This is an optimization exercise on Yosys and OpenROAD, whose aim is small area and a short achievable clock period, not a production implementation. No run shown here included a check of the RTL's function; only the layout flow was run.

==> flow/design.v (outline; a module is shown in full before it is edited, if it fits) <==
// module ycc_sat: 6 lines
// module ycc_ch0: 636 lines
// module ycc_ch1: 413 lines
// module ycc_ch2: 366 lines
// module ycc_dsel: 6 lines
// module ycc_ha: 4 lines
// module ycc_fa: 4 lines
// module ycbcr_rgb_color_convert: 82 lines
module ycbcr_rgb_color_convert
(
	input  logic                  clk,
	input  logic                  arst_n,
	input  logic                  start,
	output logic                  busy,
	input  logic [COMP_W-1:0]     comp0,
	input  logic [COMP_W-1:0]     comp1,
	input  logic [COMP_W-1:0]     comp2,
	input  logic                  frame_end,
	output logic                  done,
	output logic [COMP_W-1:0]     out0,
	output logic [COMP_W-1:0]     out1,
	output logic [COMP_W-1:0]     out2,
	output logic                  last_pixel,
	input  logic                  cfg_wr_en,
	input  logic [CFG_IDX_W-1:0]  cfg_index,
	input  logic [CFG_DATA_W-1:0] cfg_data
);
  // ...
==> flow/flow/run.sh <==
#!/bin/bash
# Layout flow: the standard ORFS flow (standard.sh, unchanged synthesis), with plain buffers
# (buf_1) instead of the default delay-cell buffers on the input and output ports. Each tool's
# full output is kept: ORFS's per-step logs under orfs/logs/, and make's own output in
# flow_make.log in this folder.
set -euo pipefail
bash standard.sh "BUFFER_PORTS_ARGS=-buffer_cell sky130_fd_sc_hd__buf_1" finish > flow_make.log 2>&1
test -s out/final.def
==> flow/standard.sh <==
#!/bin/bash
# synth_recipe.tcl (not shown) runs the flow's synth.tcl, then flattens the netlist and writes it again
# the make line also repeats each setting of config.mk as NAME=value (left out here)
make -C /OpenROAD-flow-scripts/flow DESIGN_CONFIG=/design/flow/config.mk WORK_HOME=/design/flow/orfs CLKGATE_MAP_FILE= SYNTH_SCRIPT=/design/flow/synth_recipe.tcl "${@:-finish}"
==> flow/config.mk <==
export PLATFORM = sky130hd
export DESIGN_NAME = ycbcr_rgb_color_convert
export DESIGN_NICKNAME = ycbcr_rgb_color_convert
export VERILOG_FILES = /design/flow/design.v
export SDC_FILE = /design/flow/constraint.sdc
export NUM_CORES = 4
export LEC_CHECK = 0
export CAP_MARGIN = 20
export CORE_MARGIN = 2
export CORE_UTILIZATION = 40
export CTS_BUF_LIST = sky130_fd_sc_hd__clkbuf_8
export SETUP_SLACK_MARGIN = 3.6
export SLEW_MARGIN = 20
export SYNTH_HIERARCHICAL = 1
==> flow/constraint.sdc <==
create_clock -name core_clock -period 6.5 [get_ports {clk}]
set_input_delay 1.3000 -clock core_clock [delete_from_list [all_inputs] [get_ports {clk}]]
set_output_delay 1.3000 -clock core_clock [all_outputs]
set_load 0.01 [all_outputs]
==> impl_metrics.py, run 1 <==
metrics = {
    "critical_path": {
        "worst-path-buf-inv": 1,
        "worst-path-stages": 7,
        "r2r-start": "u_ch0.u_dsel0.q$_DFF_P_",
        "worstSetupPathType": "reg2reg",
    },
    "placement": {
        "place_worst_setup_slack_ns": 2.80,
        "place_area_um2": 14100,
    },
    "run_status": {
        "status": "complete, no violations",
    },
    "cts": {
        "cts_buffers": 17,
        "htree_num_levels": 4,
        "cts_resized": 36,
    },
    "synthesis": {
        "synth_cells": 1309,
        "synth.avg_cell_area_um2": 10.3,
    },
    "floorplan": {
        "io_pins": 67,
        "die_w_um": 188,
    },
    "routing": {
        "detail-route-antenna-nets": 0,
        "wl_met2_mm": 15.9,
        "wl_met1_mm": 15.4,
        "route.detailed.drc": 0,
    },
    "timing": {
        "fin_ws_ns": 3.66,
        "drv_slew": 0,
    },
    "cells_and_area": {
        "multi_input_area_share_pct": 63.1,
        "final_cells": 1835,
        "finish.instance_area_um2": 14900,
        "fill_cells": 3229,
    },
    "worst_hold_path": {
        "holdPathStages": 0,
    },
    "global_routing": {
        "antenna_found_initial": 0,
    },
}
==> module ycc_ch0, before the edit <==
module ycc_ch0 (
	input  logic       clk,
	input  logic       dir_in,
	input  logic [7:0] x0,
	input  logic [8:0] x1,
	input  logic [8:0] x2,
	output logic [7:0] o
);
	logic [0:0] sel, nsel;
	logic [20:0] r0, r0_q, r1, r1_q, t;
	logic c, c_q;
	logic p0_1;
	logic p0_2;
	logic p0_3;
	logic p0_4;
	logic p0_5;
	logic p0_6;
	logic p0_7;
	logic p0_8;
	logic p0_9;
	logic p0_10;
	logic p0_11;
	logic p0_12;
	logic p0_13;
	logic p0_14;
	logic p0_15;
	logic p0_16;
	logic p0_17;
	logic p0_18;
	logic p0_19;
	logic p0_20;
	logic p0_21;
	logic p0_22;
	logic p0_23;
	logic p0_24;
	logic p0_25;
	logic p0_26;
	logic p0_27;
	logic p0_28;
	logic p0_29;
	logic p0_30;
	logic p0_31;
	logic p0_32;
	logic p0_33;
	logic p0_34;
	logic p0_35;
	logic p0_36;
	logic p0_37;
	logic p0_38;
	logic p0_39;
	logic p0_40;
	logic p0_41;
	logic p0_42;
	logic p0_43;
	logic p0_44;
	logic p0_45;
	logic p0_46;
	logic p0_47;
	logic p0_48;
	logic p0_49;
	logic p0_50;
	logic p0_51;
	logic p0_52;
	logic p0_53;
	logic p0_54;
	logic p0_55;
	logic p0_56;
	logic p0_57;
	logic p0_58;
	logic p0_59;
	logic p0_60;
	logic p0_61;
	logic p0_62;
	logic p0_63;
	logic p0_64;
	logic p0_65;
	logic p0_66;
	logic p0_67;
	logic p0_68;
	logic p0_69;
	logic p0_70;
	logic p0_71;
	logic p0_72;
	logic p0_73;
	logic p0_74;
	logic p0_75;
	logic p0_76;
	logic p0_77;
	logic p0_78;
	logic p0_79;
	logic p0_80;
	logic p0_81;
	logic p0_82;
	logic p0_83;
	logic p0_84;
	logic p0_85;
	logic p0_86;
	logic p0_87;
	logic p0_88;
	logic p0_89;
	logic p0_90;
	logic p0_91;
	logic p0_92;
	logic p0_93;
	logic p0_94;
	logic p0_95;
	logic p0_96;
	logic p0_97;
	logic p0_98;
	logic p0_99;
	logic p0_100;
	logic p0_101;
	logic p0_102;
	logic p0_103;
	logic p0_104;
	logic p0_105;
	logic p0_106;
	logic p0_107;
	logic p0_108;
	logic p0_109;
	logic p0_110;
	logic p0_111;
	logic s0_112;
	logic c0_113;
	logic s0_114;
	logic c0_115;
	logic s0_116;
	logic c0_117;
	logic s0_118;
	logic c0_119;
	logic s0_120;
	logic c0_121;
	logic s0_122;
	logic c0_123;
	logic s0_124;
	logic c0_125;
	logic s0_126;
	logic c0_127;
	logic s0_128;
	logic c0_129;
	logic s0_130;
	logic c0_131;
	logic s0_132;
	logic c0_133;
	logic s0_134;
	logic c0_135;
	logic s0_136;
	logic c0_137;
	logic s0_138;
	logic c0_139;
	logic s0_140;
	logic c0_141;
	logic s0_142;
	logic c0_143;
	logic s0_144;
	logic c0_145;
	logic s0_146;
	logic c0_147;
	logic s0_148;
	logic c0_149;
	logic s0_150;
	logic c0_151;
	logic s0_152;
	logic c0_153;
	logic s0_154;
	logic c0_155;
	logic s0_156;
	logic c0_157;
	logic s0_158;
	logic c0_159;
	logic s0_160;
	logic c0_161;
	logic s0_162;
	logic c0_163;
	logic s0_164;
	logic c0_165;
	logic s0_166;
	logic c0_167;
	logic s0_168;
	logic c0_169;
	logic s0_170;
	logic c0_171;
	logic s0_172;
	logic c0_173;
	logic s0_174;
	logic c0_175;
	logic s0_176;
	logic c0_177;
	logic s0_178;
	logic c0_179;
	logic s0_180;
	logic c0_181;
	logic s0_182;
	logic c0_183;
	logic s0_184;
	logic c0_185;
	logic s0_186;
	logic c0_187;
	logic s0_188;
	logic c0_189;
	logic s0_190;
	logic c0_191;
	logic s0_192;
	logic c0_193;
	logic s0_194;
	logic c0_195;
	logic s0_196;
	logic c0_197;
	logic s0_198;
	logic c0_199;
	logic s0_200;
	logic c0_201;
	logic s0_202;
	logic c0_203;
	logic s0_204;
	logic c0_205;
	logic s0_206;
	logic c0_207;
	logic s0_208;
	logic c0_209;
	logic s0_210;
	logic c0_211;
	logic s0_212;
	logic c0_213;
	logic s0_214;
	logic c0_215;
	logic s0_216;
	logic c0_217;
	logic s0_218;
	logic c0_219;
	logic s0_220;
	logic c0_221;
	logic s0_222;
	logic c0_223;
	logic s0_224;
	logic c0_225;
	logic s0_226;
	logic c0_227;
	logic s0_228;
	logic c0_229;
	logic s0_230;
	logic c0_231;
	logic s0_232;
	logic c0_233;
	logic s0_234;
	logic c0_235;
	logic s0_236;
	logic c0_237;
	logic s0_238;
	logic c0_239;
	logic s0_240;
	logic c0_241;
	logic s0_242;
	logic c0_243;
	logic s0_244;
	logic c0_245;
	logic s0_246;
	logic c0_247;
	logic s0_248;
	logic c0_249;
	logic s0_250;
	logic c0_251;
	logic s0_252;
	logic c0_253;
	logic s0_254;
	logic c0_255;
	logic s0_256;
	logic c0_257;
	logic s0_258;
	logic c0_259;
	logic s0_260;
	logic c0_261;
	logic s0_262;
	logic c0_263;
	logic s0_264;
	logic c0_265;
	logic s0_266;
	logic c0_267;
	logic s0_268;
	logic c0_269;
	logic s0_270;
	logic c0_271;
	logic s0_272;
	logic c0_273;
	logic s0_274;
	logic c0_275;
	logic s0_276;
	logic c0_277;
	logic s0_278;
	logic c0_279;
	logic s0_280;
	logic c0_281;
	logic s0_282;
	logic c0_283;
	logic s0_284;
	logic c0_285;
	logic s0_286;
	logic c0_287;
	logic s0_288;
	logic c0_289;
	logic s0_290;
	logic c0_291;
	logic s0_292;
	logic c0_293;
	logic s0_294;
	logic c0_295;
	logic s0_296;
	logic c0_297;
	logic s0_298;
	logic c0_299;
	logic s0_300;
	logic c0_301;
	logic s0_302;
	logic c0_303;
	logic s0_304;
	logic c0_305;
	logic s0_306;
	logic c0_307;
	logic s0_308;
	logic c0_309;
	logic s0_310;
	logic c0_311;
	logic s0_312;
	logic c0_313;
	logic s0_314;
	logic c0_315;
	logic s0_316;
	logic c0_317;
	logic s0_318;
	logic c0_319;
	logic s0_320;
	logic c0_321;
	logic g0_322;
	logic q0_323;
	logic g0_324;
	logic q0_325;
	logic g0_326;
	logic q0_327;
	logic g0_328;
	logic q0_329;
	logic g0_330;
	logic q0_331;
	logic g0_332;
	logic q0_333;
	logic g0_334;
	logic q0_335;
	logic g0_336;
	logic q0_337;
	logic g0_338;
	logic q0_339;
	ycc_dsel u_dsel0 (.clk(clk), .d(dir_in), .q(sel[0]), .qn(nsel[0]));
	assign p0_1 = sel[0] & ~x1[0];
	assign p0_2 = sel[0] & ~x2[0];
	assign p0_3 = sel[0] ? ~x1[1] : ~x2[0];
	assign p0_4 = sel[0] ? ~x2[1] : 1'b1;
	assign p0_5 = ~x1[0];
	assign p0_6 = sel[0] ? ~x1[2] : ~x2[1];
	assign p0_7 = sel[0] ? ~x2[2] : 1'b1;
	assign p0_8 = ~x1[1];
	assign p0_9 = sel[0] ? ~x1[3] : ~x2[2];
	assign p0_10 = nsel[0] & x2[0];
	assign p0_11 = sel[0] & ~x2[3];
	assign p0_12 = ~x1[2];
	assign p0_13 = sel[0] ? ~x1[4] : ~x2[3];
	assign p0_14 = sel[0] ? ~x2[0] : x2[1];
	assign p0_15 = sel[0] & x1[0];
	assign p0_16 = sel[0] & ~x2[4];
	assign p0_17 = ~x1[3];
	assign p0_18 = sel[0] ? ~x1[5] : ~x2[4];
	assign p0_19 = sel[0] ? ~x2[1] : x2[2];
	assign p0_20 = sel[0] ? x1[1] : ~x2[0];
	assign p0_21 = nsel[0] & x1[0];
	assign p0_22 = sel[0] ? ~x2[5] : 1'b1;
	assign p0_23 = ~x1[4];
	assign p0_24 = sel[0] ? ~x1[6] : ~x2[5];
	assign p0_25 = sel[0] ? ~x2[2] : x2[3];
	assign p0_26 = sel[0] ? x1[2] : ~x2[1];
	assign p0_27 = sel[0] ? x2[0] : x1[1];
	assign p0_28 = sel[0] & ~x2[6];
	assign p0_29 = ~x1[5];
	assign p0_30 = sel[0] ? ~x1[7] : ~x2[6];
	assign p0_31 = sel[0] ? ~x2[3] : x2[4];
	assign p0_32 = sel[0] ? x1[3] : ~x2[2];
	assign p0_33 = sel[0] ? x2[1] : x1[2];
	assign p0_34 = sel[0] & x1[0];
	assign p0_35 = sel[0] & ~x2[7];
	assign p0_36 = ~x1[6];
	assign p0_37 = sel[0] ? x2[0] : x1[0];
	assign p0_38 = sel[0] ? ~x1[8] : ~x2[7];
	assign p0_39 = sel[0] ? ~x2[4] : x2[5];
	assign p0_40 = sel[0] ? x1[4] : ~x2[3];
	assign p0_41 = sel[0] ? x2[2] : x1[3];
	assign p0_42 = sel[0] ? x1[1] : 1'b1;
	assign p0_43 = sel[0] & ~x2[8];
	assign p0_44 = ~x1[7];
	assign p0_45 = sel[0] ? x2[1] : x1[1];
	assign p0_46 = sel[0] ? ~x2[5] : x2[6];
	assign p0_47 = sel[0] ? x1[5] : ~x2[4];
	assign p0_48 = sel[0] ? x2[3] : x1[4];
	assign p0_49 = sel[0] & x1[2];
	assign p0_50 = ~x1[8];
	assign p0_51 = sel[0] ? x2[2] : x1[2];
	assign p0_52 = sel[0] ? ~x2[6] : x2[7];
	assign p0_53 = sel[0] ? x1[6] : ~x2[5];
	assign p0_54 = sel[0] ? x2[4] : x1[5];
	assign p0_55 = sel[0] ? ~x1[0] : 1'b1;
	assign p0_56 = sel[0] & ~x2[0];
	assign p0_57 = sel[0] & x1[3];
	assign p0_58 = sel[0] ? x2[3] : x1[3];
	assign p0_59 = sel[0] & ~x2[7];
	assign p0_60 = sel[0] ? x1[7] : ~x2[6];
	assign p0_61 = sel[0] ? x2[5] : x1[6];
	assign p0_62 = sel[0] ? ~x1[1] : x1[0];
	assign p0_63 = sel[0] ? ~x2[1] : x2[0];
	assign p0_64 = sel[0] & x1[4];
	assign p0_65 = sel[0] ? x2[4] : x1[4];
	assign p0_66 = sel[0] ? ~x2[8] : 1'b1;
	assign p0_67 = sel[0] ? x1[8] : ~x2[7];
	assign p0_68 = sel[0] ? x2[6] : x1[7];
	assign p0_69 = sel[0] ? ~x1[2] : x1[1];
	assign p0_70 = sel[0] ? ~x2[2] : x2[1];
	assign p0_71 = sel[0] & x1[0];
	assign p0_72 = sel[0] & x1[5];
	assign p0_73 = sel[0] ? x2[5] : x1[5];
	assign p0_74 = sel[0] & x2[7];
	assign p0_75 = sel[0] ? ~x1[3] : x1[2];
	assign p0_76 = sel[0] ? ~x2[3] : x2[2];
	assign p0_77 = sel[0] & x1[1];
	assign p0_78 = sel[0] & x1[6];
	assign p0_79 = sel[0] ? x2[6] : x1[6];
	assign p0_80 = sel[0] ? x2[8] : 1'b1;
	assign p0_81 = sel[0] ? ~x1[4] : x1[3];
	assign p0_82 = sel[0] ? ~x2[4] : x2[3];
	assign p0_83 = sel[0] & x1[2];
	assign p0_84 = sel[0] & x1[7];
	assign p0_85 = sel[0] ? x2[7] : x1[7];
	assign p0_86 = sel[0] ? ~x1[5] : x1[4];
	assign p0_87 = sel[0] ? ~x2[5] : x2[4];
	assign p0_88 = sel[0] ? x1[3] : ~x2[0];
	assign p0_89 = sel[0] ? x1[8] : 1'b1;
	assign p0_90 = sel[0] & x2[8];
	assign p0_91 = sel[0] ? ~x1[6] : x1[5];
	assign p0_92 = sel[0] ? ~x2[6] : x2[5];
	assign p0_93 = sel[0] ? x1[4] : ~x2[1];
	assign p0_94 = nsel[0] & ~x1[0];
	assign p0_95 = sel[0] ? ~x1[7] : x1[6];
	assign p0_96 = sel[0] ? ~x2[7] : x2[6];
	assign p0_97 = sel[0] ? x1[5] : ~x2[2];
	assign p0_98 = sel[0] ? 1'b1 : ~x1[1];
	assign p0_99 = sel[0] ? ~x1[8] : x1[7];
	assign p0_100 = sel[0] ? ~x2[8] : x2[7];
	assign p0_101 = sel[0] ? x1[6] : ~x2[3];
	assign p0_102 = sel[0] ? 1'b1 : ~x1[2];
	assign p0_103 = sel[0] ? x1[7] : ~x2[4];
	assign p0_104 = nsel[0] & ~x1[3];
	assign p0_105 = sel[0] ? x1[8] : ~x2[5];
	assign p0_106 = nsel[0] & ~x1[4];
	assign p0_107 = nsel[0] & ~x2[6];
	assign p0_108 = nsel[0] & ~x1[5];
	assign p0_109 = nsel[0] & ~x2[7];
	assign p0_110 = nsel[0] & ~x1[6];
	assign p0_111 = sel[0] ? 1'b1 : ~x1[7];
	ycc_ha u_s0_112 (.a(p0_29), .b(p0_30), .s(s0_112), .co(c0_113));
	ycc_fa u_s0_114 (.a(p0_36), .b(p0_37), .c(p0_38), .s(s0_114), .co(c0_115));
	ycc_ha u_s0_116 (.a(p0_39), .b(p0_40), .s(s0_116), .co(c0_117));
	ycc_fa u_s0_118 (.a(p0_44), .b(sel[0]), .c(p0_45), .s(s0_118), .co(c0_119));
	ycc_ha u_s0_120 (.a(p0_46), .b(p0_47), .s(s0_120), .co(c0_121));
	ycc_fa u_s0_122 (.a(p0_50), .b(p0_51), .c(p0_52), .s(s0_122), .co(c0_123));
	ycc_fa u_s0_124 (.a(p0_53), .b(p0_54), .c(p0_55), .s(s0_124), .co(c0_125));
	ycc_fa u_s0_126 (.a(p0_58), .b(p0_59), .c(p0_60), .s(s0_126), .co(c0_127));
	ycc_ha u_s0_128 (.a(p0_61), .b(p0_62), .s(s0_128), .co(c0_129));
	ycc_fa u_s0_130 (.a(p0_65), .b(p0_66), .c(p0_67), .s(s0_130), .co(c0_131));
	ycc_fa u_s0_132 (.a(p0_68), .b(p0_69), .c(p0_70), .s(s0_132), .co(c0_133));
	ycc_fa u_s0_134 (.a(x2[0]), .b(sel[0]), .c(p0_73), .s(s0_134), .co(c0_135));
	ycc_fa u_s0_136 (.a(p0_74), .b(p0_75), .c(p0_76), .s(s0_136), .co(c0_137));
	ycc_fa u_s0_138 (.a(x2[1]), .b(x1[0]), .c(p0_79), .s(s0_138), .co(c0_139));
	ycc_fa u_s0_140 (.a(p0_80), .b(p0_81), .c(p0_82), .s(s0_140), .co(c0_141));
	ycc_fa u_s0_142 (.a(x2[2]), .b(x1[1]), .c(p0_85), .s(s0_142), .co(c0_143));
	ycc_ha u_s0_144 (.a(p0_86), .b(p0_87), .s(s0_144), .co(c0_145));
	ycc_fa u_s0_146 (.a(x2[3]), .b(x1[2]), .c(x0[0]), .s(s0_146), .co(c0_147));
	ycc_fa u_s0_148 (.a(p0_90), .b(p0_91), .c(p0_92), .s(s0_148), .co(c0_149));
	ycc_fa u_s0_150 (.a(x2[4]), .b(x1[3]), .c(x0[1]), .s(s0_150), .co(c0_151));
	ycc_ha u_s0_152 (.a(p0_95), .b(p0_96), .s(s0_152), .co(c0_153));
	ycc_fa u_s0_154 (.a(x2[5]), .b(x1[4]), .c(x0[2]), .s(s0_154), .co(c0_155));
	ycc_ha u_s0_156 (.a(p0_99), .b(p0_100), .s(s0_156), .co(c0_157));
	ycc_fa u_s0_158 (.a(x2[6]), .b(x1[5]), .c(nsel[0]), .s(s0_158), .co(c0_159));
	ycc_fa u_s0_160 (.a(p0_12), .b(sel[0]), .c(p0_13), .s(s0_160), .co(c0_161));
	ycc_fa u_s0_162 (.a(p0_17), .b(p0_18), .c(p0_19), .s(s0_162), .co(c0_163));
	ycc_ha u_s0_164 (.a(p0_20), .b(p0_21), .s(s0_164), .co(c0_165));
	ycc_fa u_s0_166 (.a(p0_23), .b(p0_24), .c(p0_25), .s(s0_166), .co(c0_167));
	ycc_fa u_s0_168 (.a(p0_26), .b(p0_27), .c(p0_28), .s(s0_168), .co(c0_169));
	ycc_fa u_s0_170 (.a(p0_31), .b(p0_32), .c(p0_33), .s(s0_170), .co(c0_171));
	ycc_fa u_s0_172 (.a(p0_34), .b(p0_35), .c(s0_112), .s(s0_172), .co(c0_173));
	ycc_fa u_s0_174 (.a(p0_41), .b(p0_42), .c(p0_43), .s(s0_174), .co(c0_175));
	ycc_fa u_s0_176 (.a(c0_113), .b(s0_116), .c(s0_114), .s(s0_176), .co(c0_177));
	ycc_fa u_s0_178 (.a(p0_48), .b(p0_49), .c(c0_117), .s(s0_178), .co(c0_179));
	ycc_fa u_s0_180 (.a(s0_120), .b(c0_115), .c(s0_118), .s(s0_180), .co(c0_181));
	ycc_fa u_s0_182 (.a(p0_56), .b(p0_57), .c(c0_121), .s(s0_182), .co(c0_183));
	ycc_fa u_s0_184 (.a(c0_119), .b(s0_122), .c(s0_124), .s(s0_184), .co(c0_185));
	ycc_fa u_s0_186 (.a(p0_63), .b(p0_64), .c(s0_128), .s(s0_186), .co(c0_187));
	ycc_fa u_s0_188 (.a(c0_123), .b(c0_125), .c(s0_126), .s(s0_188), .co(c0_189));
	ycc_fa u_s0_190 (.a(p0_71), .b(p0_72), .c(c0_129), .s(s0_190), .co(c0_191));
	ycc_fa u_s0_192 (.a(c0_127), .b(s0_130), .c(s0_132), .s(s0_192), .co(c0_193));
	ycc_fa u_s0_194 (.a(p0_77), .b(p0_78), .c(c0_131), .s(s0_194), .co(c0_195));
	ycc_fa u_s0_196 (.a(c0_133), .b(s0_134), .c(s0_136), .s(s0_196), .co(c0_197));
	ycc_fa u_s0_198 (.a(p0_83), .b(p0_84), .c(c0_135), .s(s0_198), .co(c0_199));
	ycc_fa u_s0_200 (.a(c0_137), .b(s0_138), .c(s0_140), .s(s0_200), .co(c0_201));
	ycc_fa u_s0_202 (.a(p0_88), .b(p0_89), .c(s0_144), .s(s0_202), .co(c0_203));
	ycc_fa u_s0_204 (.a(c0_139), .b(c0_141), .c(s0_142), .s(s0_204), .co(c0_205));
	ycc_fa u_s0_206 (.a(p0_93), .b(p0_94), .c(c0_145), .s(s0_206), .co(c0_207));
	ycc_fa u_s0_208 (.a(s0_146), .b(c0_143), .c(s0_148), .s(s0_208), .co(c0_209));
	ycc_fa u_s0_210 (.a(p0_97), .b(p0_98), .c(c0_147), .s(s0_210), .co(c0_211));
	ycc_fa u_s0_212 (.a(s0_152), .b(s0_150), .c(c0_149), .s(s0_212), .co(c0_213));
	ycc_fa u_s0_214 (.a(p0_101), .b(p0_102), .c(c0_153), .s(s0_214), .co(c0_215));
	ycc_fa u_s0_216 (.a(c0_151), .b(s0_156), .c(s0_154), .s(s0_216), .co(c0_217));
	ycc_fa u_s0_218 (.a(x0[3]), .b(p0_103), .c(p0_104), .s(s0_218), .co(c0_219));
	ycc_fa u_s0_220 (.a(s0_158), .b(c0_157), .c(c0_155), .s(s0_220), .co(c0_221));
	ycc_fa u_s0_222 (.a(x2[7]), .b(x1[6]), .c(x0[4]), .s(s0_222), .co(c0_223));
	ycc_fa u_s0_224 (.a(c0_159), .b(p0_105), .c(p0_106), .s(s0_224), .co(c0_225));
	ycc_fa u_s0_226 (.a(x2[8]), .b(x1[7]), .c(x0[5]), .s(s0_226), .co(c0_227));
	ycc_ha u_s0_228 (.a(p0_107), .b(p0_108), .s(s0_228), .co(c0_229));
	ycc_fa u_s0_230 (.a(x1[8]), .b(x0[6]), .c(p0_109), .s(s0_230), .co(c0_231));
	ycc_ha u_s0_232 (.a(p0_5), .b(sel[0]), .s(s0_232), .co(c0_233));
	ycc_fa u_s0_234 (.a(p0_8), .b(p0_9), .c(p0_10), .s(s0_234), .co(c0_235));
	ycc_fa u_s0_236 (.a(p0_14), .b(p0_15), .c(p0_16), .s(s0_236), .co(c0_237));
	ycc_fa u_s0_238 (.a(p0_22), .b(s0_164), .c(c0_161), .s(s0_238), .co(c0_239));
	ycc_fa u_s0_240 (.a(c0_165), .b(c0_163), .c(s0_166), .s(s0_240), .co(c0_241));
	ycc_fa u_s0_242 (.a(c0_167), .b(c0_169), .c(s0_170), .s(s0_242), .co(c0_243));
	ycc_fa u_s0_244 (.a(c0_171), .b(s0_174), .c(c0_173), .s(s0_244), .co(c0_245));
	ycc_fa u_s0_246 (.a(c0_175), .b(s0_178), .c(c0_177), .s(s0_246), .co(c0_247));
	ycc_fa u_s0_248 (.a(c0_179), .b(s0_182), .c(c0_181), .s(s0_248), .co(c0_249));
	ycc_fa u_s0_250 (.a(c0_183), .b(s0_186), .c(c0_185), .s(s0_250), .co(c0_251));
	ycc_fa u_s0_252 (.a(s0_190), .b(c0_187), .c(c0_189), .s(s0_252), .co(c0_253));
	ycc_fa u_s0_254 (.a(c0_191), .b(s0_194), .c(c0_193), .s(s0_254), .co(c0_255));
	ycc_fa u_s0_256 (.a(c0_195), .b(s0_198), .c(c0_197), .s(s0_256), .co(c0_257));
	ycc_fa u_s0_258 (.a(s0_202), .b(c0_199), .c(c0_201), .s(s0_258), .co(c0_259));
	ycc_fa u_s0_260 (.a(s0_206), .b(c0_203), .c(c0_205), .s(s0_260), .co(c0_261));
	ycc_fa u_s0_262 (.a(c0_207), .b(s0_210), .c(s0_212), .s(s0_262), .co(c0_263));
	ycc_fa u_s0_264 (.a(c0_211), .b(s0_214), .c(c0_213), .s(s0_264), .co(c0_265));
	ycc_fa u_s0_266 (.a(s0_218), .b(c0_215), .c(s0_220), .s(s0_266), .co(c0_267));
	ycc_fa u_s0_268 (.a(s0_222), .b(c0_219), .c(s0_224), .s(s0_268), .co(c0_269));
	ycc_fa u_s0_270 (.a(c0_223), .b(s0_228), .c(s0_226), .s(s0_270), .co(c0_271));
	ycc_fa u_s0_272 (.a(p0_110), .b(c0_229), .c(c0_227), .s(s0_272), .co(c0_273));
	ycc_ha u_s0_274 (.a(x0[7]), .b(p0_111), .s(s0_274), .co(c0_275));
	ycc_ha u_s0_276 (.a(sel[0]), .b(p0_3), .s(s0_276), .co(c0_277));
	ycc_fa u_s0_278 (.a(s0_232), .b(p0_6), .c(p0_7), .s(s0_278), .co(c0_279));
	ycc_fa u_s0_280 (.a(c0_233), .b(p0_11), .c(s0_234), .s(s0_280), .co(c0_281));
	ycc_fa u_s0_282 (.a(c0_235), .b(s0_160), .c(s0_236), .s(s0_282), .co(c0_283));
	ycc_fa u_s0_284 (.a(c0_237), .b(s0_162), .c(s0_238), .s(s0_284), .co(c0_285));
	ycc_fa u_s0_286 (.a(s0_168), .b(c0_239), .c(s0_240), .s(s0_286), .co(c0_287));
	ycc_fa u_s0_288 (.a(s0_172), .b(c0_241), .c(s0_242), .s(s0_288), .co(c0_289));
	ycc_fa u_s0_290 (.a(c0_243), .b(s0_176), .c(s0_244), .s(s0_290), .co(c0_291));
	ycc_fa u_s0_292 (.a(s0_180), .b(c0_245), .c(s0_246), .s(s0_292), .co(c0_293));
	ycc_fa u_s0_294 (.a(s0_184), .b(c0_247), .c(s0_248), .s(s0_294), .co(c0_295));
	ycc_fa u_s0_296 (.a(s0_188), .b(c0_249), .c(s0_250), .s(s0_296), .co(c0_297));
	ycc_fa u_s0_298 (.a(s0_192), .b(c0_251), .c(s0_252), .s(s0_298), .co(c0_299));
	ycc_fa u_s0_300 (.a(s0_196), .b(c0_253), .c(s0_254), .s(s0_300), .co(c0_301));
	ycc_fa u_s0_302 (.a(s0_200), .b(c0_255), .c(s0_256), .s(s0_302), .co(c0_303));
	ycc_fa u_s0_304 (.a(s0_204), .b(c0_257), .c(s0_258), .s(s0_304), .co(c0_305));
	ycc_fa u_s0_306 (.a(s0_208), .b(c0_259), .c(s0_260), .s(s0_306), .co(c0_307));
	ycc_fa u_s0_308 (.a(c0_209), .b(c0_261), .c(s0_262), .s(s0_308), .co(c0_309));
	ycc_fa u_s0_310 (.a(s0_216), .b(s0_264), .c(c0_263), .s(s0_310), .co(c0_311));
	ycc_fa u_s0_312 (.a(c0_217), .b(s0_266), .c(c0_265), .s(s0_312), .co(c0_313));
	ycc_fa u_s0_314 (.a(c0_221), .b(s0_268), .c(c0_267), .s(s0_314), .co(c0_315));
	ycc_fa u_s0_316 (.a(c0_225), .b(s0_270), .c(c0_269), .s(s0_316), .co(c0_317));
	ycc_fa u_s0_318 (.a(s0_230), .b(s0_272), .c(c0_271), .s(s0_318), .co(c0_319));
	ycc_fa u_s0_320 (.a(s0_274), .b(c0_231), .c(c0_273), .s(s0_320), .co(c0_321));
	assign g0_322 = p0_1 & p0_2;
	assign q0_323 = p0_1 | p0_2;
	assign g0_324 = p0_4 & s0_276;
	assign q0_325 = p0_4 | s0_276;
	assign g0_326 = s0_278 & c0_277;
	assign q0_327 = s0_278 | c0_277;
	assign g0_328 = s0_280 & c0_279;
	assign q0_329 = s0_280 | c0_279;
	assign g0_330 = s0_282 & c0_281;
	assign q0_331 = s0_282 | c0_281;
	assign g0_332 = g0_324 | (q0_325 & g0_322);
	assign q0_333 = q0_325 & q0_323;
	assign g0_334 = g0_326 | (q0_327 & g0_332);
	assign q0_335 = q0_327 & q0_333;
	assign g0_336 = g0_328 | (q0_329 & g0_334);
	assign q0_337 = q0_329 & q0_335;
	assign g0_338 = g0_330 | (q0_331 & g0_336);
	assign q0_339 = q0_331 & q0_337;
	assign r0 = {1'b0, c0_275, s0_320, s0_318, s0_316, s0_314, s0_312, s0_310, s0_308, s0_306, s0_304, s0_302, s0_300, s0_298, s0_296, s0_294, s0_292, s0_290, s0_288, s0_286, s0_284};
	assign r1 = {1'b0, c0_321, c0_319, c0_317, c0_315, c0_313, c0_311, c0_309, c0_307, c0_305, c0_303, c0_301, c0_299, c0_297, c0_295, c0_293, c0_291, c0_289, c0_287, c0_285, c0_283};
	assign c = g0_338;
	always_ff @(posedge clk) begin
		r0_q[0] <= r0[0];
		r0_q[1] <= r0[1];
		r0_q[2] <= r0[2];
		r0_q[3] <= r0[3];
		r0_q[4] <= r0[4];
		r0_q[5] <= r0[5];
		r0_q[6] <= r0[6];
		r0_q[7] <= r0[7];
		r0_q[8] <= r0[8];
		r0_q[9] <= r0[9];
		r0_q[10] <= r0[10];
		r0_q[11] <= r0[11];
		r0_q[12] <= r0[12];
		r0_q[13] <= r0[13];
		r0_q[14] <= r0[14];
		r0_q[15] <= r0[15];
		r0_q[16] <= r0[16];
		r0_q[17] <= r0[17];
		r0_q[18] <= r0[18];
		r0_q[19] <= r0[19];
		r1_q[0] <= r1[0];
		r1_q[1] <= r1[1];
		r1_q[2] <= r1[2];
		r1_q[3] <= r1[3];
		r1_q[4] <= r1[4];
		r1_q[5] <= r1[5];
		r1_q[6] <= r1[6];
		r1_q[7] <= r1[7];
		r1_q[8] <= r1[8];
		r1_q[9] <= r1[9];
		r1_q[10] <= r1[10];
		r1_q[11] <= r1[11];
		r1_q[12] <= r1[12];
		r1_q[13] <= r1[13];
		r1_q[14] <= r1[14];
		r1_q[15] <= r1[15];
		r1_q[16] <= r1[16];
		r1_q[17] <= r1[17];
		r1_q[18] <= r1[18];
		r1_q[19] <= r1[19];
		c_q <= c;
	end
	assign r0_q[20] = 1'b0;
	assign r1_q[20] = 1'b0;
	assign t = {1'b0, r0_q[19], r0_q[18], r0_q[17], r0_q[16], r0_q[15], r0_q[14], r0_q[13], r0_q[12], r0_q[11], r0_q[10], r0_q[9], r0_q[8], r0_q[7], r0_q[6], r0_q[5], r0_q[4], r0_q[3], r0_q[2], r0_q[1], r0_q[0]} + {1'b0, r1_q[19], r1_q[18], r1_q[17], r1_q[16], r1_q[15], r1_q[14], r1_q[13], r1_q[12], r1_q[11], r1_q[10], r1_q[9], r1_q[8], r1_q[7], r1_q[6], r1_q[5], r1_q[4], r1_q[3], r1_q[2], r1_q[1], r1_q[0]} + c_q;
	ycc_sat u_sat (.t(t[20:11]), .y(o));
endmodule
==> run 2: changes to the inputs <==
--- a/flow/design.v
+++ b/flow/design.v
@@ -18,7 +18,7 @@
 	output logic [7:0] o
 );
 	logic [0:0] sel, nsel;
-	logic [20:0] r0, r0_q, r1, r1_q, t;
+	logic [20:0] r0, r0_q, r1, r1_q, r2, r2_q, r3, r3_q, t;
 	logic c, c_q;
 	logic p0_1;
 	logic p0_2;
@@ -303,62 +303,24 @@
 	logic c0_281;
 	logic s0_282;
 	logic c0_283;
-	logic s0_284;
-	logic c0_285;
-	logic s0_286;
-	logic c0_287;
-	logic s0_288;
-	logic c0_289;
-	logic s0_290;
-	logic c0_291;
-	logic s0_292;
-	logic c0_293;
-	logic s0_294;
-	logic c0_295;
-	logic s0_296;
-	logic c0_297;
-	logic s0_298;
-	logic c0_299;
-	logic s0_300;
-	logic c0_301;
-	logic s0_302;
-	logic c0_303;
-	logic s0_304;
-	logic c0_305;
-	logic s0_306;
-	logic c0_307;
-	logic s0_308;
-	logic c0_309;
-	logic s0_310;
-	logic c0_311;
-	logic s0_312;
-	logic c0_313;
-	logic s0_314;
-	logic c0_315;
-	logic s0_316;
-	logic c0_317;
-	logic s0_318;
-	logic c0_319;
-	logic s0_320;
-	logic c0_321;
-	logic g0_322;
-	logic q0_323;
-	logic g0_324;
-	logic q0_325;
-	logic g0_326;
-	logic q0_327;
-	logic g0_328;
-	logic q0_329;
-	logic g0_330;
-	logic q0_331;
-	logic g0_332;
-	logic q0_333;
-	logic g0_334;
-	logic q0_335;
-	logic g0_336;
-	logic q0_337;
-	logic g0_338;
-	logic q0_339;
+	logic g0_284;
+	logic q0_285;
+	logic g0_286;
+	logic q0_287;
+	logic g0_288;
+	logic q0_289;
+	logic g0_290;
+	logic q0_291;
+	logic g0_292;
+	logic q0_293;
+	logic g0_294;
+	logic q0_295;
+	logic g0_296;
+	logic q0_297;
+	logic g0_298;
+	logic q0_299;
+	logic g0_300;
+	logic q0_301;
 	ycc_dsel u_dsel0 (.clk(clk), .d(dir_in), .q(sel[0]), .qn(nsel[0]));
 	assign p0_1 = sel[0] & ~x1[0];
 	assign p0_2 = sel[0] & ~x2[0];
@@ -557,46 +519,29 @@
 	ycc_fa u_s0_278 (.a(s0_232), .b(p0_6), .c(p0_7), .s(s0_278), .co(c0_279));
 	ycc_fa u_s0_280 (.a(c0_233), .b(p0_11), .c(s0_234), .s(s0_280), .co(c0_281));
 	ycc_fa u_s0_282 (.a(c0_235), .b(s0_160), .c(s0_236), .s(s0_282), .co(c0_283));
-	ycc_fa u_s0_284 (.a(c0_237), .b(s0_162), .c(s0_238), .s(s0_284), .co(c0_285));
-	ycc_fa u_s0_286 (.a(s0_168), .b(c0_239), .c(s0_240), .s(s0_286), .co(c0_287));
-	ycc_fa u_s0_288 (.a(s0_172), .b(c0_241), .c(s0_242), .s(s0_288), .co(c0_289));
-	ycc_fa u_s0_290 (.a(c0_243), .b(s0_176), .c(s0_244), .s(s0_290), .co(c0_291));
-	ycc_fa u_s0_292 (.a(s0_180), .b(c0_245), .c(s0_246), .s(s0_292), .co(c0_293));
-	ycc_fa u_s0_294 (.a(s0_184), .b(c0_247), .c(s0_248), .s(s0_294), .co(c0_295));
-	ycc_fa u_s0_296 (.a(s0_188), .b(c0_249), .c(s0_250), .s(s0_296), .co(c0_297));
-	ycc_fa u_s0_298 (.a(s0_192), .b(c0_251), .c(s0_252), .s(s0_298), .co(c0_299));
-	ycc_fa u_s0_300 (.a(s0_196), .b(c0_253), .c(s0_254), .s(s0_300), .co(c0_301));
-	ycc_fa u_s0_302 (.a(s0_200), .b(c0_255), .c(s0_256), .s(s0_302), .co(c0_303));
-	ycc_fa u_s0_304 (.a(s0_204), .b(c0_257), .c(s0_258), .s(s0_304), .co(c0_305));
-	ycc_fa u_s0_306 (.a(s0_208), .b(c0_259), .c(s0_260), .s(s0_306), .co(c0_307));
-	ycc_fa u_s0_308 (.a(c0_209), .b(c0_261), .c(s0_262), .s(s0_308), .co(c0_309));
-	ycc_fa u_s0_310 (.a(s0_216), .b(s0_264), .c(c0_263), .s(s0_310), .co(c0_311));
-	ycc_fa u_s0_312 (.a(c0_217), .b(s0_266), .c(c0_265), .s(s0_312), .co(c0_313));
-	ycc_fa u_s0_314 (.a(c0_221), .b(s0_268), .c(c0_267), .s(s0_314), .co(c0_315));
-	ycc_fa u_s0_316 (.a(c0_225), .b(s0_270), .c(c0_269), .s(s0_316), .co(c0_317));
-	ycc_fa u_s0_318 (.a(s0_230), .b(s0_272), .c(c0_271), .s(s0_318), .co(c0_319));
-	ycc_fa u_s0_320 (.a(s0_274), .b(c0_231), .c(c0_273), .s(s0_320), .co(c0_321));
-	assign g0_322 = p0_1 & p0_2;
-	assign q0_323 = p0_1 | p0_2;
-	assign g0_324 = p0_4 & s0_276;
-	assign q0_325 = p0_4 | s0_276;
-	assign g0_326 = s0_278 & c0_277;
-	assign q0_327 = s0_278 | c0_277;
-	assign g0_328 = s0_280 & c0_279;
-	assign q0_329 = s0_280 | c0_279;
-	assign g0_330 = s0_282 & c0_281;
-	assign q0_331 = s0_282 | c0_281;
-	assign g0_332 = g0_324 | (q0_325 & g0_322);
-	assign q0_333 = q0_325 & q0_323;
-	assign g0_334 = g0_326 | (q0_327 & g0_332);
-	assign q0_335 = q0_327 & q0_333;
-	assign g0_336 = g0_328 | (q0_329 & g0_334);
-	assign q0_337 = q0_329 & q0_335;
-	assign g0_338 = g0_330 | (q0_331 & g0_336);
-	assign q0_339 = q0_331 & q0_337;
-	assign r0 = {1'b0, c0_275, s0_320, s0_318, s0_316, s0_314, s0_312, s0_310, s0_308, s0_306, s0_304, s0_302, s0_300, s0_298, s0_296, s0_294, s0_292, s0_290, s0_288, s0_286, s0_284};
-	assign r1 = {1'b0, c0_321, c0_319, c0_317, c0_315, c0_313, c0_311, c0_309, c0_307, c0_305, c0_303, c0_301, c0_299, c0_297, c0_295, c0_293, c0_291, c0_289, c0_287, c0_285, c0_283};
-	assign c = g0_338;
+	assign g0_284 = p0_1 & p0_2;
+	assign q0_285 = p0_1 | p0_2;
+	assign g0_286 = p0_4 & s0_276;
+	assign q0_287 = p0_4 | s0_276;
+	assign g0_288 = s0_278 & c0_277;
+	assign q0_289 = s0_278 | c0_277;
+	assign g0_290 = s0_280 & c0_279;
+	assign q0_291 = s0_280 | c0_279;
+	assign g0_292 = s0_282 & c0_281;
+	assign q0_293 = s0_282 | c0_281;
+	assign g0_294 = g0_286 | (q0_287 & g0_284);
+	assign q0_295 = q0_287 & q0_285;
+	assign g0_296 = g0_288 | (q0_289 & g0_294);
+	assign q0_297 = q0_289 & q0_295;
+	assign g0_298 = g0_290 | (q0_291 & g0_296);
+	assign q0_299 = q0_291 & q0_297;
+	assign g0_300 = g0_292 | (q0_293 & g0_298);
+	assign q0_301 = q0_293 & q0_299;
+	assign r0 = {1'b0, c0_275, s0_274, s0_230, c0_225, c0_221, c0_217, s0_216, c0_209, s0_208, s0_204, s0_200, s0_196, s0_192, s0_188, s0_184, s0_180, c0_243, s0_172, s0_168, c0_237};
+	assign r1 = {1'b0, 1'b0, c0_231, s0_272, s0_270, s0_268, s0_266, s0_264, c0_261, c0_259, c0_257, c0_255, c0_253, c0_251, c0_249, c0_247, c0_245, s0_176, c0_241, c0_239, s0_162};
+	assign r2 = {1'b0, 1'b0, c0_273, c0_271, c0_269, c0_267, c0_265, c0_263, s0_262, s0_260, s0_258, s0_256, s0_254, s0_252, s0_250, s0_248, s0_246, s0_244, s0_242, s0_240, s0_238};
+	assign r3 = {1'b0, 1'b0, 1'b0, 1'b0, 1'b0, 1'b0, 1'b0, 1'b0, 1'b0, 1'b0, 1'b0, 1'b0, 1'b0, 1'b0, 1'b0, 1'b0, 1'b0, 1'b0, 1'b0, 1'b0, c0_283};
+	assign c = g0_300;
 	always_ff @(posedge clk) begin
 		r0_q[0] <= r0[0];
 		r0_q[1] <= r0[1];
@@ -637,12 +582,174 @@
 		r1_q[16] <= r1[16];
 		r1_q[17] <= r1[17];
 		r1_q[18] <= r1[18];
-		r1_q[19] <= r1[19];
+		r2_q[0] <= r2[0];
+		r2_q[1] <= r2[1];
+		r2_q[2] <= r2[2];
+		r2_q[3] <= r2[3];
+		r2_q[4] <= r2[4];
+		r2_q[5] <= r2[5];
+		r2_q[6] <= r2[6];
+		r2_q[7] <= r2[7];
+		r2_q[8] <= r2[8];
+		r2_q[9] <= r2[9];
+		r2_q[10] <= r2[10];
+		r2_q[11] <= r2[11];
+		r2_q[12] <= r2[12];
+		r2_q[13] <= r2[13];
+		r2_q[14] <= r2[14];
+		r2_q[15] <= r2[15];
+		r2_q[16] <= r2[16];
+		r2_q[17] <= r2[17];
+		r2_q[18] <= r2[18];
+		r3_q[0] <= r3[0];
 		c_q <= c;
 	end
 	assign r0_q[20] = 1'b0;
+	assign r1_q[19] = 1'b0;
 	assign r1_q[20] = 1'b0;
-	assign t = {1'b0, r0_q[19], r0_q[18], r0_q[17], r0_q[16], r0_q[15], r0_q[14], r0_q[13], r0_q[12], r0_q[11], r0_q[10], r0_q[9], r0_q[8], r0_q[7], r0_q[6], r0_q[5], r0_q[4], r0_q[3], r0_q[2], r0_q[1], r0_q[0]} + {1'b0, r1_q[19], r1_q[18], r1_q[17], r1_q[16], r1_q[15], r1_q[14], r1_q[13], r1_q[12], r1_q[11], r1_q[10], r1_q[9], r1_q[8], r1_q[7], r1_q[6], r1_q[5], r1_q[4], r1_q[3], r1_q[2], r1_q[1], r1_q[0]} + c_q;
+	assign r2_q[19] = 1'b0;
+	assign r2_q[20] = 1'b0;
+	assign r3_q[1] = 1'b0;
+	assign r3_q[2] = 1'b0;
+	assign r3_q[3] = 1'b0;
+	assign r3_q[4] = 1'b0;
+	assign r3_q[5] = 1'b0;
+	assign r3_q[6] = 1'b0;
+	assign r3_q[7] = 1'b0;
+	assign r3_q[8] = 1'b0;
+	assign r3_q[9] = 1'b0;
+	assign r3_q[10] = 1'b0;
+	assign r3_q[11] = 1'b0;
+	assign r3_q[12] = 1'b0;
+	assign r3_q[13] = 1'b0;
+	assign r3_q[14] = 1'b0;
+	assign r3_q[15] = 1'b0;
+	assign r3_q[16] = 1'b0;
+	assign r3_q[17] = 1'b0;
+	assign r3_q[18] = 1'b0;
+	assign r3_q[19] = 1'b0;
+	assign r3_q[20] = 1'b0;
+	logic s0z_201;
+	logic c0z_202;
+	logic s0z_203;
+	logic c0z_204;
+	logic s0z_205;
+	logic c0z_206;
+	logic s0z_207;
+	logic c0z_208;
+	logic s0z_209;
+	logic c0z_210;
+	logic s0z_211;
+	logic c0z_212;
+	logic s0z_213;
+	logic c0z_214;
+	logic s0z_215;
+	logic c0z_216;
+	logic s0z_217;
+	logic c0z_218;
+	logic s0z_219;
+	logic c0z_220;
+	logic s0z_221;
+	logic c0z_222;
+	logic s0z_223;
+	logic c0z_224;
+	logic s0z_225;
+	logic c0z_226;
+	logic s0z_227;
+	logic c0z_228;
+	logic s0z_229;
+	logic c0z_230;
+	logic s0z_231;
+	logic c0z_232;
+	logic s0z_233;
+	logic c0z_234;
+	logic s0z_235;
+	logic c0z_236;
+	logic s0z_237;
+	logic c0z_238;
+	logic s0z_239;
+	logic c0z_240;
+	logic s0z_241;
+	logic c0z_242;
+	logic s0z_243;
+	logic c0z_244;
+	logic s0z_245;
+	logic c0z_246;
+	logic s0z_247;
+	logic c0z_248;
+	logic s0z_249;
+	logic c0z_250;
+	logic s0z_251;
+	logic c0z_252;
+	logic s0z_253;
+	logic c0z_254;
+	logic s0z_255;
+	logic c0z_256;
+	logic s0z_257;
+	logic c0z_258;
+	logic s0z_259;
+	logic c0z_260;
+	logic s0z_261;
+	logic c0z_262;
+	logic s0z_263;
+	logic c0z_264;
+	logic s0z_265;
+	logic c0z_266;
+	logic s0z_267;
+	logic c0z_268;
+	logic s0z_269;
+	logic c0z_270;
+	logic s0z_271;
+	logic c0z_272;
+	logic s0z_273;
+	logic c0z_274;
+	logic s0z_275;
+	logic c0z_276;
+	logic s0z_277;
+	logic c0z_278;
+	logic s0z_279;
+	logic c0z_280;
+	ycc_ha u_s0z_201 (.a(r0_q[0]), .b(r1_q[0]), .s(s0z_201), .co(c0z_202));
+	ycc_ha u_s0z_203 (.a(r2_q[0]), .b(r3_q[0]), .s(s0z_203), .co(c0z_204));
+	ycc_fa u_s0z_205 (.a(r0_q[1]), .b(r1_q[1]), .c(r2_q[1]), .s(s0z_205), .co(c0z_206));
+	ycc_ha u_s0z_207 (.a(r0_q[2]), .b(r1_q[2]), .s(s0z_207), .co(c0z_208));
+	ycc_ha u_s0z_209 (.a(r0_q[3]), .b(r1_q[3]), .s(s0z_209), .co(c0z_210));
+	ycc_ha u_s0z_211 (.a(r0_q[4]), .b(r1_q[4]), .s(s0z_211), .co(c0z_212));
+	ycc_ha u_s0z_213 (.a(r0_q[5]), .b(r1_q[5]), .s(s0z_213), .co(c0z_214));
+	ycc_ha u_s0z_215 (.a(r0_q[6]), .b(r1_q[6]), .s(s0z_215), .co(c0z_216));
+	ycc_ha u_s0z_217 (.a(r0_q[7]), .b(r1_q[7]), .s(s0z_217), .co(c0z_218));
+	ycc_ha u_s0z_219 (.a(r0_q[8]), .b(r1_q[8]), .s(s0z_219), .co(c0z_220));
+	ycc_ha u_s0z_221 (.a(r0_q[9]), .b(r1_q[9]), .s(s0z_221), .co(c0z_222));
+	ycc_ha u_s0z_223 (.a(r0_q[10]), .b(r1_q[10]), .s(s0z_223), .co(c0z_224));
+	ycc_ha u_s0z_225 (.a(r0_q[11]), .b(r1_q[11]), .s(s0z_225), .co(c0z_226));
+	ycc_ha u_s0z_227 (.a(r0_q[12]), .b(r1_q[12]), .s(s0z_227), .co(c0z_228));
+	ycc_ha u_s0z_229 (.a(r0_q[13]), .b(r1_q[13]), .s(s0z_229), .co(c0z_230));
+	ycc_ha u_s0z_231 (.a(r0_q[14]), .b(r1_q[14]), .s(s0z_231), .co(c0z_232));
+	ycc_ha u_s0z_233 (.a(r0_q[15]), .b(r1_q[15]), .s(s0z_233), .co(c0z_234));
+	ycc_ha u_s0z_235 (.a(r0_q[16]), .b(r1_q[16]), .s(s0z_235), .co(c0z_236));
+	ycc_ha u_s0z_237 (.a(r0_q[17]), .b(r1_q[17]), .s(s0z_237), .co(c0z_238));
+	ycc_ha u_s0z_239 (.a(r0_q[18]), .b(r1_q[18]), .s(s0z_239), .co(c0z_240));
+	ycc_ha u_s0z_241 (.a(c_q), .b(s0z_201), .s(s0z_241), .co(c0z_242));
+	ycc_fa u_s0z_243 (.a(c0z_202), .b(c0z_204), .c(s0z_205), .s(s0z_243), .co(c0z_244));
+	ycc_fa u_s0z_245 (.a(r2_q[2]), .b(s0z_207), .c(c0z_206), .s(s0z_245), .co(c0z_246));
+	ycc_fa u_s0z_247 (.a(r2_q[3]), .b(c0z_208), .c(s0z_209), .s(s0z_247), .co(c0z_248));
+	ycc_fa u_s0z_249 (.a(r2_q[4]), .b(c0z_210), .c(s0z_211), .s(s0z_249), .co(c0z_250));
+	ycc_fa u_s0z_251 (.a(r2_q[5]), .b(c0z_212), .c(s0z_213), .s(s0z_251), .co(c0z_252));
+	ycc_fa u_s0z_253 (.a(r2_q[6]), .b(c0z_214), .c(s0z_215), .s(s0z_253), .co(c0z_254));
+	ycc_fa u_s0z_255 (.a(r2_q[7]), .b(c0z_216), .c(s0z_217), .s(s0z_255), .co(c0z_256));
+	ycc_fa u_s0z_257 (.a(r2_q[8]), .b(c0z_218), .c(s0z_219), .s(s0z_257), .co(c0z_258));
+	ycc_fa u_s0z_259 (.a(r2_q[9]), .b(c0z_220), .c(s0z_221), .s(s0z_259), .co(c0z_260));
+	ycc_fa u_s0z_261 (.a(r2_q[10]), .b(c0z_222), .c(s0z_223), .s(s0z_261), .co(c0z_262));
+	ycc_fa u_s0z_263 (.a(r2_q[11]), .b(c0z_224), .c(s0z_225), .s(s0z_263), .co(c0z_264));
+	ycc_fa u_s0z_265 (.a(r2_q[12]), .b(c0z_226), .c(s0z_227), .s(s0z_265), .co(c0z_266));
+	ycc_fa u_s0z_267 (.a(r2_q[13]), .b(c0z_228), .c(s0z_229), .s(s0z_267), .co(c0z_268));
+	ycc_fa u_s0z_269 (.a(r2_q[14]), .b(c0z_230), .c(s0z_231), .s(s0z_269), .co(c0z_270));
+	ycc_fa u_s0z_271 (.a(r2_q[15]), .b(c0z_232), .c(s0z_233), .s(s0z_271), .co(c0z_272));
+	ycc_fa u_s0z_273 (.a(r2_q[16]), .b(c0z_234), .c(s0z_235), .s(s0z_273), .co(c0z_274));
+	ycc_fa u_s0z_275 (.a(r2_q[17]), .b(c0z_236), .c(s0z_237), .s(s0z_275), .co(c0z_276));
+	ycc_fa u_s0z_277 (.a(r2_q[18]), .b(c0z_238), .c(s0z_239), .s(s0z_277), .co(c0z_278));
+	ycc_ha u_s0z_279 (.a(r0_q[19]), .b(c0z_240), .s(s0z_279), .co(c0z_280));
+	assign t = {c0z_280, s0z_279, s0z_277, s0z_275, s0z_273, s0z_271, s0z_269, s0z_267, s0z_265, s0z_263, s0z_261, s0z_259, s0z_257, s0z_255, s0z_253, s0z_251, s0z_249, s0z_247, s0z_245, s0z_243, s0z_203} + {1'b0, c0z_278, c0z_276, c0z_274, c0z_272, c0z_270, c0z_268, c0z_266, c0z_264, c0z_262, c0z_260, c0z_258, c0z_256, c0z_254, c0z_252, c0z_250, c0z_248, c0z_246, c0z_244, c0z_242, s0z_241};
 	ycc_sat u_sat (.t(t[20:11]), .y(o));
 endmodule
 module ycc_ch1 (
--- a/flow/config.mk
+++ b/flow/config.mk
@@ -8,7 +8,6 @@
 export CAP_MARGIN = 20
 export CORE_MARGIN = 2
 export CORE_UTILIZATION = 40
-export CTS_BUF_LIST = sky130_fd_sc_hd__clkbuf_8
-export SETUP_SLACK_MARGIN = 3.6
+export SETUP_SLACK_MARGIN = 3.9
 export SLEW_MARGIN = 20
 export SYNTH_HIERARCHICAL = 1
==> run 2 against run 1 <==
Still clean on timing, DRC and antenna. Sequential cell count up 19. Via count is 4.0% higher.
==> impl_metrics.py, run 2 <==
metrics = {
    "synthesis": {
        "yosysTopAreaCellShare_pct": 26.2,
        "ys_async_sr_fraction_pct": 7.04,
        "synth.avg_cell_area_um2": 10.4,
        "seq_area_frac_synth_pct": 28.7,
        "synth_common_cells": "dfxtp_1, fa_1, ha_1",
        "ys_seq_elements": 199,
        "syn_area_um2": 14100,
        "yosysUniqueCellTypes": 73,
        "synth_flop_cell": "dfxtp_1",
        "synth.most_common_cell": "dfxtp_1",
        "syn_nets": 1710,
        "yosys.area.top_type": "dfxtp_1",
        "synth_area_leaders": "dfxtp_1, fa_1, ha_1",
        "synth_warnings": 36,
        "synth_edf_count": 0,
        "synth_cells": 1365,
    },
    "critical_path": {
        "worstPathRequired_ns": 6.87,
        "worst-path-max-fanout": 8,
        "crit_start": "u_ch0.r0_q[1]$_DFF_P_",
        "worstSetupPathType": "reg2reg",
        "endpoint_kind": "flip-flop",
        "critPathArrivalTime_ns": 3.70,
        "r2r-start": "u_ch0.r0_q[1]$_DFF_P_",
        "startpoint_type": "flip-flop",
    },
    "routing": {
        "firstDrtPassIters": 5,
        "routed_wl_mm": 35.6,
        "wl_per_cell_um": 18.5,
        "viasPerCell": 5.24,
        "detail-route-antenna-nets": 0,
        "vias": 10100,
        "first_iter_violations": 638,
        "route.detailed.drc": 0,
    },
    "timing": {
        "worstMarginPinSlew_ns": 0.982,
        "max_freq_mhz": 301,
        "slew_headroom_pct": 34.4,
        "min_period_over_period_pct": 51.1,
        "setup_violations": 0,
        "drv_slew": 0,
        "rsz0062_at_grt": "true",
        "setup-tns-final_ns": 0,
        "fin_skew_ns": 0.0154,
        "hold_viol": 0,
        "fin_crit_ns": 3.32,
    },
    "global_routing": {
        "grt-ovfl-total": 0,
        "antenna_found_initial": 0,
        "grt_pass1_vias": 10600,
        "grt_pass1_wl_mm": 56.7,
        "grt_usage_pct": 20.2,
        "grt_max_degree": 41,
    },
    "cells_and_area": {
        "top_regs": "u_ch0.r0_q: 20 flops, u_ch0.r1_q: 19 flops, u_ch0.r2_q: 19 flops",
        "final_common_cell": "dfxtp_1",
        "post_route_cells_drive_above_1_share_pct": 17.6,
        "fill_cells": 3206,
        "layout_common_cells": "dfxtp_1, fa_1, nand2_1, ha_1",
        "synthToLayoutAreaGrowth_pct": 16.7,
        "top_register": "u_ch0.r0_q",
        "final_nets": 1804,
        "post-route-util_pct": 47.6,
        "largest_register_ffs": 20,
        "antennaDiodeCount": 0,
    },
    "floorplan": {
        "io_pins": 67,
        "die_w_um": 192,
        "num_rows": 68,
        "initial_core_util_pct": 40.7,
        "die-area_um2": 36900,
        "die_y_um": 192,
        "coreArea_um2": 34700,
    },
    "cts": {
        "clk_latency_ns": 0.45,
        "cts_buffers": 17,
        "root_buffer": "clkbuf_16",
        "clock_path_buffers": 2,
        "cts_tree": "done",
        "clk_transition_reported_paths_ns": 0.07,
        "clock_sinks": 199,
        "htree_num_levels": 4,
    },
    "placement": {
        "place_congestion": 0.956,
        "hpwl_mm": 26.8,
        "io_buffers": 65,
    },
    "run_status": {
        "status": "complete, no violations",
    },
    "worst_hold_path": {
        "holdCritStartpoint": "l1$_DFF_P_",
        "min_path_type": "reg2reg",
    },
    "job": {
        "maxCapViolCount": 0,
    },
}
## run 2: stage by stage
step / instances / setup slack (ns) / hold slack (ns) / area, um^2
final: 1927 / 3.18 / 0.332 / 16500
after global routing: 1927 / 3.04 / 0.347 / 16500
after CTS: 1910 / 3.18 / 0.337 / 16100
after detailed placement: 1850 / 2.74 / 0.314 / 15000
after global placement: 1850 / 2.76 / 0.315 / 15000
after floorplan: 1365 / 3.50 / 0.310 / 14300
## run 2: layout make-up
cell class,instances,area [um^2],area share [%]
Clock inverter,13,131,0.796
Clock buffer,19,464,2.81
Timing Repair inverter,1,8.76,0.0530
Multi-Input combinational cell,1039,10000,60.8
Inverter,82,335,2.03
Tap cell,455,569,3.45
Timing Repair Buffer,119,861,5.21
Sequential cell,199,4100,24.9
## run 2: metal layers
layer	vias to the layer above	wire length [um]	track usage, %
met5	-	0	0
met4	0	626	5.90
met3	40	1660	3.80
met2	275	16800	33.9
met1	4912	16400	26.5
li1	4862	-	-
## run 2: what timing repair did
item,in CTS,in global routing
hold buffers,0,0
pin swaps,20,32
setup endpoints to repair,111,47
setup buffers,25,15
gates cloned,3,2
gates resized for setup,77,54
## run 2: logic make-up after synthesis
| logic type | count (synthesis) | share of synthesized area [%] |
|---|---|---|
| AND/OR/NAND/NOR | 341 | 11.4 |
| other | 1 | 0.0265 |
| XOR/XNOR | 32 | 1.98 |
| buffers and inverters | 127 | 3.80 |
| multiplexers | 56 | 4.26 |
| adder cells (fa/ha/maj) | 309 | 36.4 |
| AO/OA/AOI/OAI | 300 | 13.4 |
| flip-flops | 199 | 28.7 |
## run 2: worst paths after layout
| path | to | slack [ns] | depth (start not counted) |
|---|---|---|---|
| max in group asynchronous | ofs_q[5]$_DFFE_PN0P_ | 5.19 | 1 |
| max | out1[4]$_DFF_P_ | 3.18 | 13 |
| min in group asynchronous | v1$_DFF_PN0_ | 0.86 | 1 |
| min reg2reg | l2$_DFF_P_ | 0.33 | 0 |
| max reg2reg | out1[4]$_DFF_P_ | 3.18 | 13 |
| min | l2$_DFF_P_ | 0.33 | 0 |
## run 2: modules after synthesis, one instance, submodules excluded
| module | cells inside | area, um^2 | flops+latches | copies in the design |
|---|---|---|---|---|
| ycbcr_rgb_color_convert | 336 | 3360 | 73 | 1 |
| ycc_ch0 | 317 | 2650 | 60 | 1 |
| ycc_ch2 | 219 | 1850 | 31 | 1 |
| ycc_ch1 | 231 | 1850 | 29 | 1 |
| ycc_sat | 10 | 82.6 | 0 | 3 |
| ycc_dsel | 3 | 43.8 | 2 | 3 |
| ycc_fa | 1 | 20.0 | 0 | 169 |
| ycc_ha | 1 | 12.5 | 0 | 54 |
## run 2: worst max-delay path: stages, from the launching register on
cell and delay (ns):
dfxtp_1 0.32, fa_1 0.55, fa_1 0.42, ha_1 0.28, nand4_1 0.14, a211oi_2 0.31
o31ai_4 0.14, a21oi_4 0.23, nor2_2 0.08, a311oi_4 0.24, buf_12 0.16, a21o_1 0.13
mux2i_1 0.09, o21ai_1 0.14

-- what the ideal ports hide --
How much do the figures lean on ideal ports? The routed layouts below were timed once more, with nothing changed but the port constraints.
Step 1 sets driving cells, clkbuf_16 on the clock port and buf_2 on the other inputs (assumed; they add their load-dependent delay and slew).
Step 2 moves the port delays by t, midway between the first and last clock arrival at a register: inputs arrive t later, outputs are due t later. That takes back most of the time a late clock gives input paths.
Slacks: ideal / step 1 / step 2; pairs: ideal / step 1.
run | shift t [ns] | setup slack, ns | worst setup path at the end
run 1 | 0.522 | 3.658 / 3.658 / 3.237 | input to register
run 2 | 0.493 | 3.176 / 3.176 / 3.176 | register to register
After both steps setup and hold are still met in every run listed. The setup slack of run 1, which loses most, moves by 0.000 ns with the drivers and by -0.421 ns with both steps.
